What follows belongs to an exercise in optimizing a design on an open flow for small area, a short achievable clock period and few clock cycles per item; a production flow would make more cautious choices.
The RTL was checked by simulation tests, not by an equivalence proof against the original design.
Power is estimated from default activity; no workload was simulated.

**design/flow/config.mk**
```make
export PLATFORM = sky130hd
export DESIGN_NAME = pixel_format_blit_converter
export DESIGN_NICKNAME = pixel_format_blit_converter
export VERILOG_FILES = /design/flow/design.v
export SDC_FILE = /design/flow/constraint.sdc
export NUM_CORES = 4
export LEC_CHECK = 0
export CAP_MARGIN = 20
export CORE_MARGIN = 2
export CORE_UTILIZATION = 50
export SLEW_MARGIN = 20
export SYNTH_MEMORY_MAX_BITS = 16384
```
**design/flow/constraint.sdc**
```tcl
create_clock -name core_clock -period 13.0 [get_ports {clk_i}]
set_input_delay 2.6000 -clock core_clock [delete_from_list [all_inputs] [get_ports {clk_i}]]
set_output_delay 2.6000 -clock core_clock [all_outputs]
set_load 0.01 [all_outputs]
```
**design/flow/design.v**
```verilog
`timescale 1ns / 1ps
package pfbc_pkg;
  localparam int unsigned PALETTE_DEPTH_DEF = 256;
  localparam int unsigned CFG_IDX_W  = 3;
  localparam int unsigned CFG_DATA_W = 9;
  localparam logic [CFG_IDX_W-1:0] CFG_SOURCE_FORMAT  = 3'd0;
  localparam logic [CFG_IDX_W-1:0] CFG_DEST_FORMAT    = 3'd1;
  localparam logic [CFG_IDX_W-1:0] CFG_BLEND_FLAGS    = 3'd2;
  localparam logic [CFG_IDX_W-1:0] CFG_PALETTE_COLORS = 3'd3;
  localparam logic [CFG_IDX_W-1:0] CFG_SWAP_BYTES     = 3'd4;
  localparam logic CMD_LOAD    = 1'b0;
  localparam logic CMD_CONVERT = 1'b1;
  localparam logic SRC_FMT_INDEX = 1'b0;
  localparam logic SRC_FMT_ARGB  = 1'b1;
  localparam logic [1:0] DST_FMT_8  = 2'd0;
  localparam logic [1:0] DST_FMT_16 = 2'd1;
  localparam logic [1:0] DST_FMT_32 = 2'd2;
  localparam logic       SOURCE_FORMAT_RST  = SRC_FMT_INDEX;
  localparam logic [1:0] DEST_FORMAT_RST    = DST_FMT_32;
  localparam logic [1:0] BLEND_FLAGS_RST    = 2'd0;
  localparam logic [8:0] PALETTE_COLORS_RST = 9'd0;
  localparam logic       SWAP_BYTES_RST     = 1'b1;
  localparam logic [31:0] ALPHA_MASK = 32'hFF00_0000;
endpackage
`timescale 1ns / 1ps
import pfbc_pkg::*;
module pixel_format_blit_converter #(
  parameter int unsigned PALETTE_DEPTH = pfbc_pkg::PALETTE_DEPTH_DEF
) (
  input  logic                           clk_i,
  input  logic                           rst_ni,
  input  logic                           cfg_we_i,
  input  logic [pfbc_pkg::CFG_IDX_W-1:0] cfg_idx_i,
  input  logic [pfbc_pkg::CFG_DATA_W-1:0] cfg_data_i,
  input  logic                           s_axis_tvalid_i,
  output logic                           s_axis_tready_o,
  input  logic [71:0]                    s_axis_tdata_i,
  input  logic [0:0]                     s_axis_tuser_i,
  output logic                           m_axis_tvalid_o,
  input  logic                           m_axis_tready_i,
  output logic [31:0]                    m_axis_tdata_o,
  output logic [1:0]                     m_axis_tuser_o
);
  localparam int unsigned IDX_W = $clog2(PALETTE_DEPTH);
  localparam logic [8:0]  DEPTH_LIM = PALETTE_DEPTH[8:0];
  function automatic logic [15:0] swap16(input logic [15:0] v);
    swap16 = {v[7:0], v[15:8]};
  endfunction
  function automatic logic [15:0] pack565(input logic [31:0] c, input logic swap);
    logic [15:0] v;
    v = {c[7:3], c[15:10], c[23:19]};
    pack565 = swap ? {v[7:0], v[15:8]} : v;
  endfunction
  function automatic logic [7:0] blend_ch(input logic [7:0] s, input logic [7:0] d,
                                          input logic [7:0] a);
    logic [7:0]  mag;
    logic [15:0] m;
    logic [16:0] t;
    logic [7:0]  q;
    mag = (s >= d) ? (s - d) : (d - s);
    m   = mag * a;
    t   = {1'b0, m} + 17'd1 + {9'd0, m[15:8]};
    q   = t[15:8];
    blend_ch = (s >= d) ? (d + q) : (d - q);
  endfunction
  logic       source_format_q;
  logic [1:0] dest_format_q;
  logic [1:0] blend_flags_q;
  logic [8:0] palette_colors_q;
  logic       swap_bytes_q;
  always_ff @(posedge clk_i or negedge rst_ni) begin
    if (!rst_ni) begin
      source_format_q  <= SOURCE_FORMAT_RST;
      dest_format_q    <= DEST_FORMAT_RST;
      blend_flags_q    <= BLEND_FLAGS_RST;
      palette_colors_q <= PALETTE_COLORS_RST;
      swap_bytes_q     <= SWAP_BYTES_RST;
    end else if (cfg_we_i) begin
      case (cfg_idx_i)
        CFG_SOURCE_FORMAT:  source_format_q  <= cfg_data_i[0];
        CFG_DEST_FORMAT:    dest_format_q    <= cfg_data_i[1:0];
        CFG_BLEND_FLAGS:    blend_flags_q    <= cfg_data_i[1:0];
        CFG_PALETTE_COLORS: palette_colors_q <= cfg_data_i[8:0];
        CFG_SWAP_BYTES:     swap_bytes_q     <= cfg_data_i[0];
        default: ;
      endcase
    end
  end
  logic [31:0] in_src;
  logic [7:0]  in_slot;
  logic [31:0] in_dst;
  logic        in_cmd;
  assign in_src  = s_axis_tdata_i[31:0];
  assign in_slot = s_axis_tdata_i[39:32];
  assign in_dst  = s_axis_tdata_i[71:40];
  assign in_cmd  = s_axis_tuser_i[0];
  logic s_accept;
  logic advance;
  logic s1_valid_q;
  logic out_valid_q;
  assign advance         = !out_valid_q || m_axis_tready_i;
  assign s_axis_tready_o = !s1_valid_q || advance;
  assign s_accept        = s_axis_tvalid_i && s_axis_tready_o;
  logic [31:0] palette_mem [0:PALETTE_DEPTH-1];
  logic [31:0] pal_rd_q;
  always_ff @(posedge clk_i) begin
    if (s_accept && (in_cmd == CMD_LOAD) && ({1'b0, in_slot} < DEPTH_LIM)) begin
      palette_mem[in_slot[IDX_W-1:0]] <= in_src;
    end
    if (s_accept && (in_cmd == CMD_CONVERT)) begin
      pal_rd_q <= palette_mem[in_src[IDX_W-1:0]];
    end
  end
  logic [31:0] s1_src_q;
  logic [31:0] s1_dst_q;
  always_ff @(posedge clk_i or negedge rst_ni) begin
    if (!rst_ni) begin
      s1_valid_q <= 1'b0;
    end else if (s_axis_tready_o) begin
      s1_valid_q <= s_accept && (in_cmd == CMD_CONVERT);
    end
  end
  always_ff @(posedge clk_i) begin
    if (s_accept && (in_cmd == CMD_CONVERT)) begin
      s1_src_q <= in_src;
      s1_dst_q <= in_dst;
    end
  end
  logic        test;
  logic        blend;
  logic [7:0]  idx;
  logic        loaded;
  logic [31:0] grey;
  logic [31:0] raw;
  logic [31:0] pal_word;
  logic        clear;
  logic [31:0] dmask;
  logic [15:0] dj;
  logic [7:0]  ch_r;
  logic [7:0]  ch_g;
  logic [7:0]  ch_b;
  logic [15:0] blended;
  logic [31:0] pix_d;
  logic        we_d;
  logic        uns_d;
  assign test     = blend_flags_q[0];
  assign blend    = blend_flags_q[1];
  assign idx      = s1_src_q[7:0];
  assign loaded   = ({1'b0, idx} < palette_colors_q) && ({1'b0, idx} < DEPTH_LIM);
  assign grey     = {8'd0, idx, idx, idx};
  assign raw      = loaded ? pal_rd_q : grey;
  assign pal_word = loaded ? (pal_rd_q ^ ALPHA_MASK) : (grey | ALPHA_MASK);
  assign clear    = (s1_src_q & ALPHA_MASK) == 32'd0;
  assign dj      = swap_bytes_q ? swap16(s1_dst_q[15:0]) : s1_dst_q[15:0];
  assign ch_r    = blend_ch(s1_src_q[23:16], {dj[4:0], 3'b000}, s1_src_q[31:24]);
  assign ch_g    = blend_ch(s1_src_q[15:8], {dj[10:5], 2'b00}, s1_src_q[31:24]);
  assign ch_b    = blend_ch(s1_src_q[7:0], {dj[15:11], 3'b000}, s1_src_q[31:24]);
  assign blended = {ch_b[7:3], ch_g[7:2], ch_r[7:3]};
  always_comb begin
    case (dest_format_q)
      DST_FMT_8:  dmask = 32'h0000_00FF;
      DST_FMT_16: dmask = 32'h0000_FFFF;
      default:    dmask = 32'hFFFF_FFFF;
    endcase
  end
  always_comb begin
    pix_d = 32'd0;
    we_d  = 1'b0;
    uns_d = 1'b0;
    if (source_format_q == SRC_FMT_INDEX) begin
      case (dest_format_q)
        DST_FMT_8: begin
          if ((test || blend) && (idx == 8'd0)) begin
            pix_d = s1_dst_q & dmask;
          end else begin
            pix_d = {24'd0, idx};
            we_d  = 1'b1;
          end
        end
        DST_FMT_16: begin
          pix_d = {16'd0, pack565(raw, swap_bytes_q)};
          we_d  = 1'b1;
        end
        DST_FMT_32: begin
          if (test) begin
            if (pal_word[31]) begin
              pix_d = pal_word;
              we_d  = 1'b1;
            end else begin
              pix_d = s1_dst_q & dmask;
            end
          end else if (blend) begin
            uns_d = 1'b1;
          end else begin
            pix_d = pal_word;
            we_d  = 1'b1;
          end
        end
        default: uns_d = 1'b1;
      endcase
    end else begin
      case (dest_format_q)
        DST_FMT_16: begin
          if (blend) begin
            if (clear) begin
              pix_d = s1_dst_q & dmask;
            end else begin
              pix_d = {16'd0, swap_bytes_q ? swap16(blended) : blended};
              we_d  = 1'b1;
            end
          end else if (test && clear) begin
            pix_d = s1_dst_q & dmask;
          end else begin
            pix_d = {16'd0, pack565(s1_src_q, swap_bytes_q)};
            we_d  = 1'b1;
          end
        end
        DST_FMT_32: begin
          if (test) begin
            if (clear) begin
              pix_d = s1_dst_q;
            end else begin
              pix_d = s1_src_q;
              we_d  = 1'b1;
            end
          end else if (blend) begin
            uns_d = 1'b1;
          end else begin
            pix_d = s1_src_q;
            we_d  = 1'b1;
          end
        end
        default: uns_d = 1'b1;
      endcase
    end
  end
  logic [31:0] out_pix_q;
  logic        out_we_q;
  logic        out_uns_q;
  always_ff @(posedge clk_i or negedge rst_ni) begin
    if (!rst_ni) begin
      out_valid_q <= 1'b0;
    end else if (advance) begin
      out_valid_q <= s1_valid_q;
    end
  end
  always_ff @(posedge clk_i) begin
    if (advance && s1_valid_q) begin
      out_pix_q <= pix_d;
      out_we_q  <= we_d;
      out_uns_q <= uns_d;
    end
  end
  assign m_axis_tvalid_o = out_valid_q;
  assign m_axis_tdata_o  = out_pix_q;
  assign m_axis_tuser_o  = {out_uns_q, out_we_q};
endmodule
```
**design/flow/run.sh**
```bash
#!/bin/bash
# synth_recipe.tcl (not shown) runs the flow's synth.tcl, then flattens the netlist and writes it again
# the make line also repeats each setting of config.mk as NAME=value (left out here)
make -C /OpenROAD-flow-scripts/flow DESIGN_CONFIG=/design/flow/config.mk WORK_HOME=/design/flow/orfs CLKGATE_MAP_FILE= SYNTH_SCRIPT=/design/flow/synth_recipe.tcl finish
```
==> notes.md <==
-- cell type report --
class	instances	area share
tap	8671	0.0293
clock inverter	510	0.0122
sequential	8339	0.675
timing repair buffer	598	0.0152
inverter	225	0.00228
multi-input combinational	4524	0.207
antenna	92	0.000621
clock buffer	1025	0.0583
-- through the flow --
step / setup WS (ns) / area, sq um
after floorplan: 0.965 / 329000
after global placement: 0.554 / 344000
after detailed placement: 0.819 / 344000
after CTS: 0.817 / 370000
after global routing: 0.0867 / 371000
final: 0.767 / 371000
-- state kept, by name, summed over array words and instances (netlist names) --
register	flops
pal_rd_q	32
out_valid_q	1
out_uns_q	1
swap_bytes_q	1
source_format_q	1
out_pix_q	32
palette_colors_q	9
out_we_q	1
s1_src_q	32
blend_flags_q	2
dest_format_q	2
s1_valid_q	1
palette_mem	8192
s1_dst_q	32
-- layout by cell type (no fill, tap or decap), types with 71 or more instances in the layout --
cell,instances
o21ai_0,74
and2_1,126
a21oi_1,113
nand2_1,125
clkdlybuf4s50_1,91
clkbuf_1,189
clkinv_1,206
nor2_1,90
diode_2,92
nor2b_1,71
fa_1,114
clkinv_2,168
ha_1,190
nor2_4,256
mux4_2,2720
inv_1,224
edfxtp_1,8322
buf_4,415
clkbuf_16,836
-- per-layer routing --
metal / track usage / share of wire / vias to the layer above
li1: - / - / 60900
met1: 0.385 / 0.39 / 85300
met2: 0.433 / 0.48 / 7924
met3: 0.0505 / 0.092 / 1309
met4: 0.0754 / 0.032 / 14
met5: 0 / 0.000099 / -
-- worst max-delay path, delay by kind of cell, from the launching register on --
kind	cells	cell delay (ns)
buffers and inverters	6	0.64
flip-flops	1	0.79
adder cells (fa/ha/maj)	10	4.06
XOR/XNOR	4	1.63
AO/OA/AOI/OAI	15	2.89
AND/OR/NAND/NOR	8	1.45
multiplexers	2	0.57
-- where the power goes --
group          switching (mW)  internal (mW)
combinational            7.81           4.74
sequential             0.0593           29.7
clock                    10.1           13.1
-- how the worst max path moves through the flow --
stage                    endpoint  cells after the start  slack (ns)
finish              out_pix_q[12]                     45        0.77
floorplan           out_pix_q[12]                     51        0.96
global placement    out_pix_q[12]                     46        0.55
global route         out_pix_q[2]                     49        0.09
CTS                  out_pix_q[2]                     46        0.82
detailed placement   out_pix_q[2]                     47        0.82
-- cells by family (layout without fill, tap and decap cells) --
family	count (synthesis)	in the layout	share of synthesized area
flops	8339	8339	0.762
mux	2791	2791	0.189
buf+inv	950	2358	0.0109
simple gates	892	892	0.0131
compound gates	447	447	0.00915
fa+ha+maj	306	306	0.0142
xor+xnor	88	88	0.00241
other cells	0	92	0
-- timing repair --
item,4_1_cts,5_1_grt
setup endpoints to repair,0,1
resized for setup,0,2
hold buffers,0,0
==> results list <==
- From left edge to right edge, the die measures roughly 810 um.
- Depth of the worst hold-timing path: 1
- Post-synthesis cell type with the largest combined area: edfxtp_1
- CTS root buffer: clkbuf_16
- The number of max-slew violations in the final report came to 0.
- Standby leakage power: 115 nW
- Summed over all layers, the global routing overflow is 0.
* Power density relative to cell area: 177 nW/um^2
- Setup repair after global routing left no endpoint under its margin.
* Most common cell in the synthesized netlist: edfxtp_1
- The startpoint identified for the worst hold timing path is s1_valid_q.
- The sequential cells in the finished layout cover a total of 250000 sq um.
- Clock slew at the register clock pins of the worst setup and hold paths: 0.06 ns
- Placeable core area: 654000 sq um
* Buffer depth of the longest clock path: 4
- Ratio of cells with drive above 1 in the final layout: 0.309
* Vias: 155000
- By count the netlist is led by edfxtp_1, mux4_2, clkbuf_1.
* Post-synth cell types: 91
* Sequential area share after synthesis: 0.762
- In the global route stage, overall resource usage came out at 0.270.
- The initial utilization of the core area, before any placement, comes to 0.502.
- Detailed Route WL: 906 mm
* Worst Path Class, Setup: reg -> reg
- Required time of the critical path: approximately 14 ns
- Setup violations remaining at the end of the flow were counted as 0.
* Register-to-register setup slack: 0.77 ns
* Count of buffers added by post-CTS timing repair for setup: 0
- In this run, the number of DRC markers left after iteration 0 of detailed routing was around 22000.
* Synthesis-stage register bit count: about 8300
* Logic depth of the worst register-to-register path: between 40 and 50
- A synthesized cell averages 23.8 sq um.
- Worst hold slack across all endpoints: just over 0.5 ns
* Peak VDD IR: 0.311 mV
* Count of clock tree sinks: 8339
- Total power for the finished layout comes to 65.5 mW.
- Capture point of the worst reg-to-reg path: out_pix_q[12]
* Max-cap viol count: 0
- Average wire length per cell after detail routing: 37.8 um
- Max Clock Freq: 0.0817 GHz
- 126 I/O pins were placed.
* Placed insts: 22400
- On the worst path, the slowest cell contributes a delay of between 0.7 and 0.8 ns.
- Total count of hold-check failures in the final report: 0
* Timing startpoint of the critical path: swap_bytes_q
* First-pass iteration count of the detailed router: 6
- Clock insertion delay at the later pin of the skew report: 1.17 ns
- By area the synthesized netlist is led by edfxtp_1, mux4_2, ha_1, fa_1, clkbuf_1.
- The worst setup path is captured at a flop.
- Worst Tran Pin Value: 1.32 ns
* Die Footprint: 664000 sq um
* Die Y: 815 um
- Routability-driven placement finished with a final weighted congestion of 0.875.
* RR Startpoint: swap_bytes_q
* Top cell type's share of synthesized area: 0.760
- Entering global routing, the biggest net connects between 150 and 200 pins.
- Once layout is complete, the cells apart from fillers number 24000.
- Detailed placer's ending HPWL: a little over 500 mm
- After floorplanning, the core was divided into 297 placement rows.
* Number of H-tree levels: 6
- Once layout is complete, the utilization of the core stands at 0.567.
* TritonCTS Buffers: 827
- The first global-routing pass estimated approximately 1300 mm of wire.
* Critical Path AT: 13.15 ns
- Count of nets after finishing: 14900
- The count of nets left with antenna violations once routing finished came out at 0.
- In this run the tightest slew margin relative to its limit is 0.120.
* Antenna violations before repair: 87
* Post-Syn Area: ~330000 sq um
- Multi-input gate area in the final layout: 76800 sq um
- Detailed-route DRC error count: 0
* Number of instances in the synthesized netlist: between 10000 and 15000
- Average vias per placed instance: between 6 and 7
- Most used flip-flop cell after synthesis: edfxtp_1
- Of the available clock period, the critical path in the final layout requires 0.941.
* Final Critical Period: 12.23 ns
* Number of global-route vias before repair: roughly 160k
- Count of fill cells added during filler insertion: 46600
- Master of the slowest instance on the critical path: dfstp_2
- Buffers placed on the I/O ports in this run total roughly 130.
- Crit Path Max Fanout: 21
* Asr flop ratio synth: 0.00204
- Path category of the worst min-delay check: reg -> reg
- Result of the run: no timing/DRC/antenna violations
- For this run, the number of Yosys warnings is 1.
* Number of nets in the synthesized netlist: 14200
- EDFF count, synth: 8322
- TritonCTS built the clock tree.
- Area delta synth->final: 12.8%
- End point of the most critical hold path: out_valid_q
- STA classifies the critical path startpoint as a flop.
- Clock skew: 0.0763 ns
- Fin Setup TNS: 0 ns
Testbench counts, summed over its fixed seeds: cycles 41,781, items 36,048.

==> what the ideal ports hide <==
The results above use ideal ports. As a check the final layout listed here was re-extracted and re-timed, cells and wires unchanged.
Step 1, drivers: a clkbuf_16 drives clk_i and a buf_2 each remaining input, both assumed.
Step 2 also shifts input and output timing later by t, the mid clock arrival at the registers, as if the neighbouring blocks saw the same clock.
a / b / c = ideal / step 1 / step 2; a / b = the first two.
t (ns): 1.275
setup slack, ns: 0.767 / 0.767 / 0.767
hold WS [ns]: 0.519 / 0.519 / 0.519
worst setup path at the end: register to register
slew at the worst register clock pin (ns): 0.07 / 0.07
After both steps setup and hold are still met in this run. For this run, drivers alone change the setup slack by 0.000 ns; drivers and shift together by 0.000 ns.
